This design comes from an exercise in tuning for small area and a short achievable clock period on the open sky130 flow, not from production work.
The RTL was checked by simulation tests, not by an equivalence proof against the original design.

==> inputs of try-willow <==
==> flow/design.v (excerpt) <==
module iir_biquad_filter #(
  parameter int unsigned NB   = 10,
  parameter int unsigned NC   = 10,
  parameter int unsigned FRAC = 9
) (
  input  logic                 CLK,
  input  logic                 RST,
  input  logic signed [NB-1:0] DIN,
  input  logic                 VIN,
  input  logic                 COEF_WE,
  input  logic [2:0]           COEF_ADDR,
  input  logic signed [NC-1:0] COEF_DATA,
  input  logic                 COEF_COMMIT,
  input  logic                 FLUSH,
  input  logic                 BYPASS,
  input  logic                 CLR_SAT,
  output logic signed [NB-1:0] DOUT,
  output logic                 VOUT,
  output logic                 SAT
);
==> flow/config.mk <==
export PLATFORM = sky130hd
export DESIGN_NAME = iir_biquad_filter
export DESIGN_NICKNAME = iir_biquad_filter
export VERILOG_FILES = /design/flow/design.v
export SDC_FILE = /design/flow/constraint.sdc
export NUM_CORES = 4
export LEC_CHECK = 0
export ABC_AREA = 1
export CAP_MARGIN = 20
export CORE_MARGIN = 2
export CORE_UTILIZATION = 50
export SETUP_SLACK_MARGIN = 4.5
export SLEW_MARGIN = 20
export SYNTH_HIERARCHICAL = 1
export SYNTH_MINIMUM_KEEP_SIZE = 0
==> flow/constraint.sdc <==
create_clock -name core_clock -period 11.0 [get_ports {CLK}]
set_input_delay 2.2000 -clock core_clock [delete_from_list [all_inputs] [get_ports {CLK}]]
set_output_delay 2.2000 -clock core_clock [all_outputs]
set_load 0.01 [all_outputs]
standard.sh (not shown) runs the stock make flow with config.mk's settings and CLKGATE_MAP_FILE= SYNTH_SCRIPT=/design/flow/synth_recipe.tcl, a recipe that flattens the netlist after the stock synthesis.
==> flow/flow/run.sh <==
#!/bin/bash
# Layout flow: the standard flow (standard.sh) with two changes: the
# ports are buffered with a plain buffer cell, and timing repair only resizes
# and swaps cells (no buffer insertion or gate cloning). Each step's full
# output goes to a log file of its own in the work folder.
set -euo pipefail
bash standard.sh synth > synth.log 2>&1
bash standard.sh "BUFFER_PORTS_ARGS=-buffer_cell sky130_fd_sc_hd__buf_2" \
  "SETUP_MOVE_SEQUENCE=unbuffer,sizeup,swap" finish > layout.log 2>&1
==> try-tundra: changes against try-willow <==
Settings changed: CORE_UTILIZATION 50 to 40, PLACE_DENSITY set to 0.75.
==> summary of the runs <==
Between try-tundra and try-willow, the lower critical path depth is in try-willow (gap 1). Of try-willow and try-tundra, try-willow has the higher utilization (gap 10 points). In try-tundra the global-route usage is lower than in try-willow, by 5.7 points. Sequential share of layout area: try-tundra is lower than try-willow (0.22 points). In flip-flop and latch count, try-tundra and try-willow do not differ. Between try-tundra and try-willow, the lower final cell count is in try-willow (gap about 4%, measured against try-willow).
==> figures <==
item	try-willow	try-tundra
Result of the run	no timing/DRC/antenna violations	no timing/DRC/antenna violations
Worst setup slack before clock tree synthesis	2.935 ns	3.452 ns
Number of instances in the placed design	2561	2662
Average via count per standard cell	5.804	5.705
Metal3 WL	3610 µm	4229 µm
Detailed-route wire length	58630 µm	59270 µm
End point of the critical path	pre_b_q[12]$_DFF_PP0_	pre_b_q[10]$_DFF_PP0_
GR Util met2	50.07%	40.25%
Detailed Place HPWL	46010 µm	46140 µm
Crit-path slowest cell	fa_1	fa_2
Die footprint	40490 µm²	50400 µm²
Post-layout minimum cycle time	6.700 ns	6.565 ns
Reg2Reg Launch Point	act_q[3][8]$_DFFE_PP0P_	act_q[3][7]$_DFFE_PP0P_
Worst Reg2Reg Path Length in Cells	29	28

==> job 7242 <==
Another version of the RTL of iir_biquad_filter (not shown whole).
Settings: LEC_CHECK=0, ABC_AREA=1, CAP_MARGIN=20, CORE_MARGIN=2, CORE_UTILIZATION=40, SETUP_SLACK_MARGIN=4.5, SLEW_MARGIN=20, SYNTH_HIERARCHICAL=1, SYNTH_MINIMUM_KEEP_SIZE=0; clock period 11.0 ns.
Scripts as last shown in full above: flow/flow/run.sh
==> inputs of job 6011, as changes to job 7242 <==
==> flow/run.sh (new file) <==
#!/bin/bash
# synth_recipe.tcl (not shown) runs the flow's synth.tcl, then flattens the netlist and writes it again
# the make line also repeats each setting of config.mk as NAME=value (left out here)
make -C /OpenROAD-flow-scripts/flow DESIGN_CONFIG=/design/flow/config.mk WORK_HOME=/design/flow/orfs CLKGATE_MAP_FILE= SYNTH_SCRIPT=/design/flow/synth_recipe.tcl finish
--- a/flow/config.mk
+++ b/flow/config.mk
@@ -8,7 +8,7 @@
 export ABC_AREA = 1
 export CAP_MARGIN = 20
 export CORE_MARGIN = 2
-export CORE_UTILIZATION = 40
+export CORE_UTILIZATION = 55
 export SETUP_SLACK_MARGIN = 4.5
 export SLEW_MARGIN = 20
 export SYNTH_HIERARCHICAL = 1
removed: flow/flow/run.sh
removed: flow/standard.sh
==> inputs of job 8073, as changes to job 7242 <==
==> flow/run.sh (new file) <==
#!/bin/bash
# synth_recipe.tcl (not shown) runs the flow's synth.tcl, then flattens the netlist and writes it again
# the make line also repeats each setting of config.mk as NAME=value (left out here)
make -C /OpenROAD-flow-scripts/flow DESIGN_CONFIG=/design/flow/config.mk WORK_HOME=/design/flow/orfs CLKGATE_MAP_FILE= SYNTH_SCRIPT=/design/flow/synth_recipe.tcl finish
--- a/flow/config.mk
+++ b/flow/config.mk
@@ -9,7 +9,6 @@
 export CAP_MARGIN = 20
 export CORE_MARGIN = 2
 export CORE_UTILIZATION = 40
-export SETUP_SLACK_MARGIN = 4.5
 export SLEW_MARGIN = 20
 export SYNTH_HIERARCHICAL = 1
 export SYNTH_MINIMUM_KEEP_SIZE = 0
removed: flow/flow/run.sh
removed: flow/standard.sh
==> inputs of job 9197, as changes to job 7242 <==
==> flow/run.sh (new file) <==
#!/bin/bash
# synth_recipe.tcl (not shown) runs the flow's synth.tcl, then flattens the netlist and writes it again
# the make line also repeats each setting of config.mk as NAME=value (left out here)
make -C /OpenROAD-flow-scripts/flow DESIGN_CONFIG=/design/flow/config.mk WORK_HOME=/design/flow/orfs CLKGATE_MAP_FILE= SYNTH_SCRIPT=/design/flow/synth_recipe.tcl finish
--- a/flow/config.mk
+++ b/flow/config.mk
@@ -9,7 +9,7 @@
 export CAP_MARGIN = 20
 export CORE_MARGIN = 2
 export CORE_UTILIZATION = 40
-export SETUP_SLACK_MARGIN = 4.5
+export SETUP_SLACK_MARGIN = 5
 export SLEW_MARGIN = 20
 export SYNTH_HIERARCHICAL = 1
 export SYNTH_MINIMUM_KEEP_SIZE = 0
removed: flow/flow/run.sh
removed: flow/standard.sh
==> flow_metrics.py <==
metrics = {
    "grt": {
        "grt_pass1_vias": 16600,
    },
    "outcome": {
        "status": "no timing/DRC/antenna violations",
    },
    "cells_and_area": {
        "layout.cells.non_filler": 2875,
        "sh_seq_area_pct": 18.6,
        "clkbuf_count": 18,
        "n_all_buffers": 272,
        "finish.instance_area_um2": 25300,
    },
    "cts": {
        "cts_setup_buffers": 146,
        "clk_pin_slew_ns": 0.07,
    },
    "die": {
        "die_h_um": 223,
        "tapCellCount": 615,
    },
    "drt": {
        "dr.pass1.iters": 7,
    },
    "min_path": {
        "min_from": "dout_q[2]",
        "hold_end": "dout_q[2]",
    },
    "sta": {
        "whs_ns": 0.483,
        "post-route-period-util_pct": 56.9,
    },
}
-- figures above: job 9197

==> flow_metrics.py <==
metrics = {
    "outcome": {
        "status": "no timing/DRC/antenna violations",
    },
    "die": {
        "die_h_um": 223,
    },
    "cells_and_area": {
        "layout.cells.non_filler": 2668,
        "sh_seq_area_pct": 22.7,
        "n_all_buffers": 75,
        "finish.instance_area_um2": 20800,
    },
    "grt": {
        "grt_pass1_vias": 15500,
    },
    "cts": {
        "clk_pin_slew_ns": 0.07,
        "cts_setup_buffers": 0,
    },
    "drt": {
        "dr.pass1.iters": 6,
    },
    "min_path": {
        "min_from": "shd_q[3][8]",
    },
    "sta": {
        "whs_ns": 0.482,
    },
}
-- figures above: job 8073

==> flow_metrics.py <==
metrics = {
    "cells_and_area": {
        "finish.instance_area_um2": 23200,
        "clkbuf_count": 17,
        "n_all_buffers": 198,
    },
    "grt": {
        "grt_pass1_vias": 16200,
    },
    "die": {
        "die_h_um": 191,
    },
    "outcome": {
        "status": "no timing/DRC/antenna violations",
    },
    "sta": {
        "post-route-period-util_pct": 58.5,
    },
    "min_path": {
        "min_from": "shd_q[1][8]",
    },
    "cts": {
        "cts_setup_buffers": 89,
    },
}
-- figures above: job 6011

==> flow_metrics.py <==
metrics = {
    "min_path": {
        "hold_end": "dout_q[0]",
    },
    "cts": {
        "cts_setup_buffers": 0,
        "clk_pin_slew_ns": 0.08,
    },
    "drt": {
        "dr.pass1.iters": 6,
    },
    "outcome": {
        "status": "no timing/DRC/antenna violations",
    },
    "cells_and_area": {
        "clkbuf_count": 18,
        "sh_seq_area_pct": 21.8,
    },
    "die": {
        "tapCellCount": 615,
    },
    "sta": {
        "whs_ns": 0.480,
        "post-route-period-util_pct": 61.4,
    },
}
-- figures above: job 7242


==> job 4743: inputs <==
Starting RTL as in the previous note.
clock: 11.0 ns
lec_check: 0
abc_area: 1
cap_margin: 20
core_margin: 2
core_utilization: 40
cts_cluster_size: 40
setup_slack_margin: 4.5
slew_margin: 20
synth_hierarchical: 1
synth_minimum_keep_size: 0
==> flow/flow/run.sh <==
#!/bin/bash
# Layout flow: the standard flow (standard.sh) with two changes: the
# ports are buffered with a plain buffer cell, and timing repair only resizes
# and swaps cells (no buffer insertion or gate cloning). Each step's full
# output goes to a log file of its own in the work folder.
set -euo pipefail
bash standard.sh synth > synth.log 2>&1
bash standard.sh "BUFFER_PORTS_ARGS=-buffer_cell sky130_fd_sc_hd__buf_2" \
  "SETUP_MOVE_SEQUENCE=unbuffer,sizeup,swap" finish > layout.log 2>&1
==> inputs of job 7708, as changes to job 4743 <==
==> flow/flow/run.sh (replaced) <==
#!/bin/bash
# Layout flow: the standard flow (standard.sh) with three changes: the
# ports are buffered with a plain buffer cell, timing repair only resizes
# and swaps cells (no buffer insertion or gate cloning), and after global
# routing gates off the critical paths are sized down again. Each step's
# full output goes to a log file of its own in the work folder.
set -euo pipefail
bash standard.sh synth > synth.log 2>&1
bash standard.sh "BUFFER_PORTS_ARGS=-buffer_cell sky130_fd_sc_hd__buf_2" \
  "SETUP_MOVE_SEQUENCE=unbuffer,sizeup,swap" "RECOVER_POWER=100" finish > layout.log 2>&1
--- a/flow/config.mk
+++ b/flow/config.mk
@@ -11,3 +11,2 @@
 export CORE_UTILIZATION = 40
-export CTS_CLUSTER_SIZE = 40
 export SETUP_SLACK_MARGIN = 4.5
==> impl_summary.txt <==
----------------------------------------------------
[Flow run]
  Number of max-cap violations ... 3

[Timing]
  Ratio of final minimum period to clock period ... 0.782
  Worst-margin pin slew ... 4.01 ns
  Max-slew violations ... 174

[Detailed routing]
  Pre-Repair DR Iteration Count ... 5
  Total routed wire length on the met1 layer ... 25000 um

[Outcome]
  Reasons for failing layout checks ... capacitance limit, slew limit
  Result of the run ... complete, but fails checks

[Final layout]
  Multi-input gate share of the layout cell area ... 0.651

----------------------------------------------------
the above is filed under job 7708

==> impl_summary.txt <==
----------------------------------------------------
[Detailed routing]
  Total routed wire length on the met1 layer ... 25200 um
  Pre-Repair DR Iteration Count ... 6
  Met2 routed wirelength ... 28400 um

[Outcome]
  Result of the run ... no timing/DRC/antenna violations

[Critical path]
  Worst path top cell family by delay ... adder cells

[Timing]
  Max-slew violations ... 0
  Worst-margin pin slew ... 0.976 ns

[Flow run]
  Number of max-cap violations ... 0

[Placed design]
  Weighted congestion at the end of routability-driven global placement ... 0.972

----------------------------------------------------
the above is filed under job 4743

[what the ideal ports hide]
Ports are ideal in the flow. The routed layouts listed here were re-timed in OpenROAD. Step 1: set_driving_cell puts a clkbuf_16 on CLK and a buf_2 on each other input, an assumption about the parent block. Step 2 moves the port delays by t, midway between the first and last clock arrival at a register: inputs arrive t later, outputs are due t later. That takes back most of the time a late clock gives input paths. Slacks: ideal / step 1 / step 2; pairs: ideal / step 1.
| run | shift t [ns] | slack for setup (ns) | clock arrival spread, ns | worst data-port slew with drivers (ns) | cell pins on the clock port's net |
|---|---|---|---|---|---|
| try-willow | 0.589 | 4.300 / 4.313 / 3.724 | 0.014 / 0.015 | 0.04 | 1 |
| try-tundra | 0.593 | 4.435 / 4.437 / 3.844 | 0.039 / 0.039 | 0.05 | 1 |
| job 7242 | 0.516 | 4.246 / 4.243 / 3.727 | 0.019 / 0.019 | 0.05 | 1 |
| job 6011 | 0.523 | 4.567 / 4.601 / 4.078 | 0.034 / 0.034 | 0.06 | 1 |
| job 8073 | 0.515 | 3.487 / 3.523 / 3.008 | 0.016 / 0.016 | 0.04 | 1 |
| job 9197 | 0.518 | 4.746 / 4.735 / 4.217 | 0.018 / 0.018 | 0.12 | 1 |
| job 4743 | 0.516 | 4.246 / 4.243 / 3.727 | 0.019 / 0.019 | 0.05 | 1 |
| job 7708 | 0.516 | 2.401 / 2.412 / 1.896 | 0.019 / 0.019 | 0.04 | 1 |
For try-tundra, which loses most, drivers alone change the setup slack by +0.002 ns; drivers and shift together by -0.591 ns.
